Context: an optimization exercise on an open-source flow, tuned for small area and a short achievable clock period. The choices shown serve that exercise and are no tape-out recipe. At most, simulation tests tie the RTL to the original design; equivalence was not proved. Power is estimated from default activity; no workload was simulated.

Setup of run 1:
Design txController, start of the top module:
module txController
#(
	parameter int loopDepth = 16
)
(
	input  wire                            txCLK,
	input  wire                            arstN,
	input  wire                            run,
	input  wire                            extTrig,
	input  wire txProgramPkg::channelMaskT userChannelMask,
	input  wire                            adcTriggerAck,
	input  wire txProgramPkg::ctrlWordT    outputControlReg,
	input  wire txProgramPkg::stepTimeT    timingReg,
	input  wire [31:0]                     loopAddressReg,
	input  wire [31:0]                     loopCounterReg,
	output txProgramPkg::progAddrT         readAddr,
	output txProgramPkg::loopIdxT          loopReadAddr,
	output txSeqPkg::txOutT                txOut
);
	logic [3:0] state;
	logic       isIdle, isWait, isRun, isLoad, isDone;
	assign isDone = state[3];
	assign isLoad = state[2] & ~state[3];
	assign isRun  = state[1] & ~state[2];
	assign isWait = state[0] & ~state[3];
	assign isIdle = ~state[1] & ~state[0];
	logic [15:0] pins;         
	logic        fFinished, fWaitTrig, fLoopEnd, fDmaRequest, fBeginAcq;
	logic [31:0] remain;       
	logic        stepEnd;      
	logic        notFirst;     
	logic        loadDone;
	logic        takeWord;
	logic        advance;
	logic        stepStart;
	assign advance   = stepEnd;
	assign loadDone  = isLoad & (loopReadAddr == 4'(loopDepth - 1));
	assign takeWord  = loadDone | advance;
	assign stepStart = isRun & ~notFirst;
	localparam int last = loopDepth - 1;
	logic [15:0] descStart [loopDepth];
	logic [15:0] descEnd   [loopDepth];
	logic [15:0] descCount [loopDepth];
	logic [15:0] remCount  [loopDepth];
	logic [loopDepth-1:0] gt1;         
	logic [loopDepth-1:0] gt2;         
	logic [loopDepth-1:0] cgt1, cgt2;  
	logic [loopDepth-1:0] shadowed;
	logic [loopDepth-1:0] grant;       
	logic [loopDepth-1:0] grantW;      
  ...
Size in the first run: ~4400 cells after synthesis, ~190 I/O pins, roughly 0.047 mm2 of cells after synthesis.
clock: 7.0 ns
lec_check: 0
cap_margin: 20
core_margin: 2
core_utilization: 40
setup_slack_margin: 4.2
slew_margin: 20
synth_hierarchical: 1
standard.sh (not shown) runs the stock make flow with config.mk's settings and CLKGATE_MAP_FILE= SYNTH_SCRIPT=/design/flow/synth_recipe.tcl, a recipe that flattens the netlist after the stock synthesis.
==> flow/flow/run.sh <==
#!/bin/bash
set -euo pipefail
bash standard.sh \
	'CTS_ARGS=-sink_clustering_enable -repair_clock_nets -dont_use_dummy_load -sink_clustering_size 22 -sink_clustering_max_diameter 100' \
	'BUFFER_PORTS_ARGS=-buffer_cell sky130_fd_sc_hd__buf_2' \
	finish > flow_standard.log 2>&1
## Diff of input files: run 2 against run 1
--- a/flow/design.v
+++ b/flow/design.v
@@ -173,30 +173,31 @@
 	localparam int last = loopDepth - 1;
 	logic [15:0] descStart [loopDepth];
 	logic [15:0] descEnd   [loopDepth];
 	logic [15:0] descCount [loopDepth];
 	logic [15:0] remCount  [loopDepth];
 	logic [loopDepth-1:0] gt1;         
 	logic [loopDepth-1:0] gt2;         
-	logic [loopDepth-1:0] cgt1, cgt2;  
+	logic [loopDepth-1:0] cgt1;        
 	logic [loopDepth-1:0] shadowed;
 	logic [loopDepth-1:0] grant;       
 	logic [loopDepth-1:0] grantW;      
 	logic [loopDepth-1:0] matchA, loaded, write, gt1Eff, grantNext, grantNew;
 	logic [loopDepth-1:0] pendSlot;    
 	logic [15:0] pendValue;            
-	logic        pendGt1V, pendGt2V;   
+	logic        pendGt1V;             
+	logic        pendGt2V;             
 	logic        pendDec;              
 	logic [15:0] pendNew;
 	logic        pendGt1;              
 	logic        pendSame;
 	logic [15:0] nextAddr;             
 	logic [15:0] startSel, startInc, nextInc;
 	logic [15:0] remSel, countSel;
-	logic        repeatW, remGt1W, remGt2W, countGt1W, countGt2W;
+	logic        repeatW, remGt2W, countGt1W;
 	logic        repeatLoop;
 	logic        jump;
 	logic        loopStep;             
 	logic        shadowIn;
 	logic        loading;              
 	logic [3:0]  loadIdx;              
 	logic [15:0] pendDecValue;
@@ -206,30 +207,25 @@
 	assign pendSame = |(pendSlot & grantW);
 	assign gt1Eff   = (gt1 & ~pendSlot) | (pendSlot & {loopDepth{pendGt1}});
 	always_comb
 	begin
 		remSel    = '0;
 		countSel  = '0;
 		repeatW   = 1'b0;
-		remGt1W   = 1'b0;
 		remGt2W   = 1'b0;
 		countGt1W = 1'b0;
-		countGt2W = 1'b0;
 		for (int k = 0; k < loopDepth; k++)
 		begin
 			gt2[k]    = |remCount[k][15:2] | &remCount[k][1:0];
 			cgt1[k]   = |descCount[k][15:1];
-			cgt2[k]   = |descCount[k][15:2] | &descCount[k][1:0];
 			remSel    = remSel    | (remCount[k]  & {16{grantW[k]}});
 			countSel  = countSel  | (descCount[k] & {16{grantW[k]}});
 			repeatW   = repeatW   | (grantW[k] & gt1Eff[k]);
-			remGt1W   = remGt1W   | (grantW[k] & gt1[k]);
 			remGt2W   = remGt2W   | (grantW[k] & gt2[k]);
 			countGt1W = countGt1W | (grantW[k] & cgt1[k]);
-			countGt2W = countGt2W | (grantW[k] & cgt2[k]);
 		end
 	end
 	assign loopStep = advance & fLoopEnd;
 	assign write    = grantW & {loopDepth{loopStep}};
 	logic [16*loopDepth-1:0] packStart, packEnd;
 	always_comb
 	begin
@@ -261,30 +257,27 @@
 			nextAddr <= 16'd1;
 		end
 		else if (advance)
 		begin
 			nextAddr <= jump ? startInc : nextInc;
 		end
 		pendDec  <= repeatW;
+		pendGt1V <= countGt1W;   
 		if (!repeatW)
 		begin
 			pendValue <= countSel;
-			pendGt1V  <= countGt1W;
-			pendGt2V  <= countGt2W;
 		end
 		else if (pendSame)
 		begin
-			pendValue <= pendNew;
-			pendGt1V  <= pendGt1;
-			pendGt2V  <= pendDec ? |pendValue[15:2] : pendGt2V;
+			pendValue <= pendDecValue;
+			pendGt2V  <= |pendValue[15:2];
 		end
 		else
 		begin
 			pendValue <= remSel;
-			pendGt1V  <= remGt1W;
 			pendGt2V  <= remGt2W;
 		end
 		for (int k = 0; k < last; k++)
 		begin
 			descStart[k] <= descStart[k+1];
 			descEnd[k]   <= descEnd[k+1];
 			descCount[k] <= descCount[k+1];
### Flow results
The final cycle utilization of the critical path of run 2 exceeds that of run 1 by 1.1 points. Delta (run 2 minus run 1): multi-input combinational gate total now sits lower; starting density of the core now sits at about the same level. Taking run 1 as the reference, in run 2 global-route wire length before repair decreased by 2.8 mm relative to the old numbers; post-layout worst setup margin decreased by 74 ps relative to the old numbers; share of power burned in combinational logic decreased by 8.5 points relative to the old numbers; final core utilization decreased by 0.27 points relative to the old numbers; layout filler cell count decreased by 65 relative to the old numbers. Of the two values seen for launch point of the critical path, grant[7] was produced by run 2 and state[3] by run 1. Changes observed in run 2 relative to run 1: largest voltage drop on the vdd net picked up an extra about 60%; first-iteration DRC count has decreased. Looking at clock skew across run 2 and run 1, the one that comes out higher is run 2. Run 1 has a higher full die area than run 2.
The RTL of run 2 was laid out without a check of its function.

[separate check: timing with driven ports]
No port has a modelled driver above. Below, the same layouts with a new extraction and two added sets of constraints. Step 1: set_driving_cell puts a clkbuf_16 on txCLK and a buf_2 on each other input, an assumption about the parent block. Step 2 moves the port delays by t, midway between the first and last clock arrival at a register: inputs arrive t later, outputs are due t later. That takes back most of the time a late clock gives input paths. Slacks: ideal ports / drivers / drivers and shift; pairs: ideal ports / drivers.
| run | shift t [ns] | setup slack, ns | latest minus earliest clock arrival (ns) |
|---|---|---|---|
| run 1 | 0.705 | 4.145 / 4.145 / 4.057 | 0.061 / 0.061 |
| run 2 | 0.691 | 4.071 / 4.071 / 3.795 | 0.111 / 0.111 |
After both steps setup and hold are still met in every run listed. For run 2, which loses most, drivers alone change the setup slack by 0.000 ns; drivers and shift together by -0.276 ns.
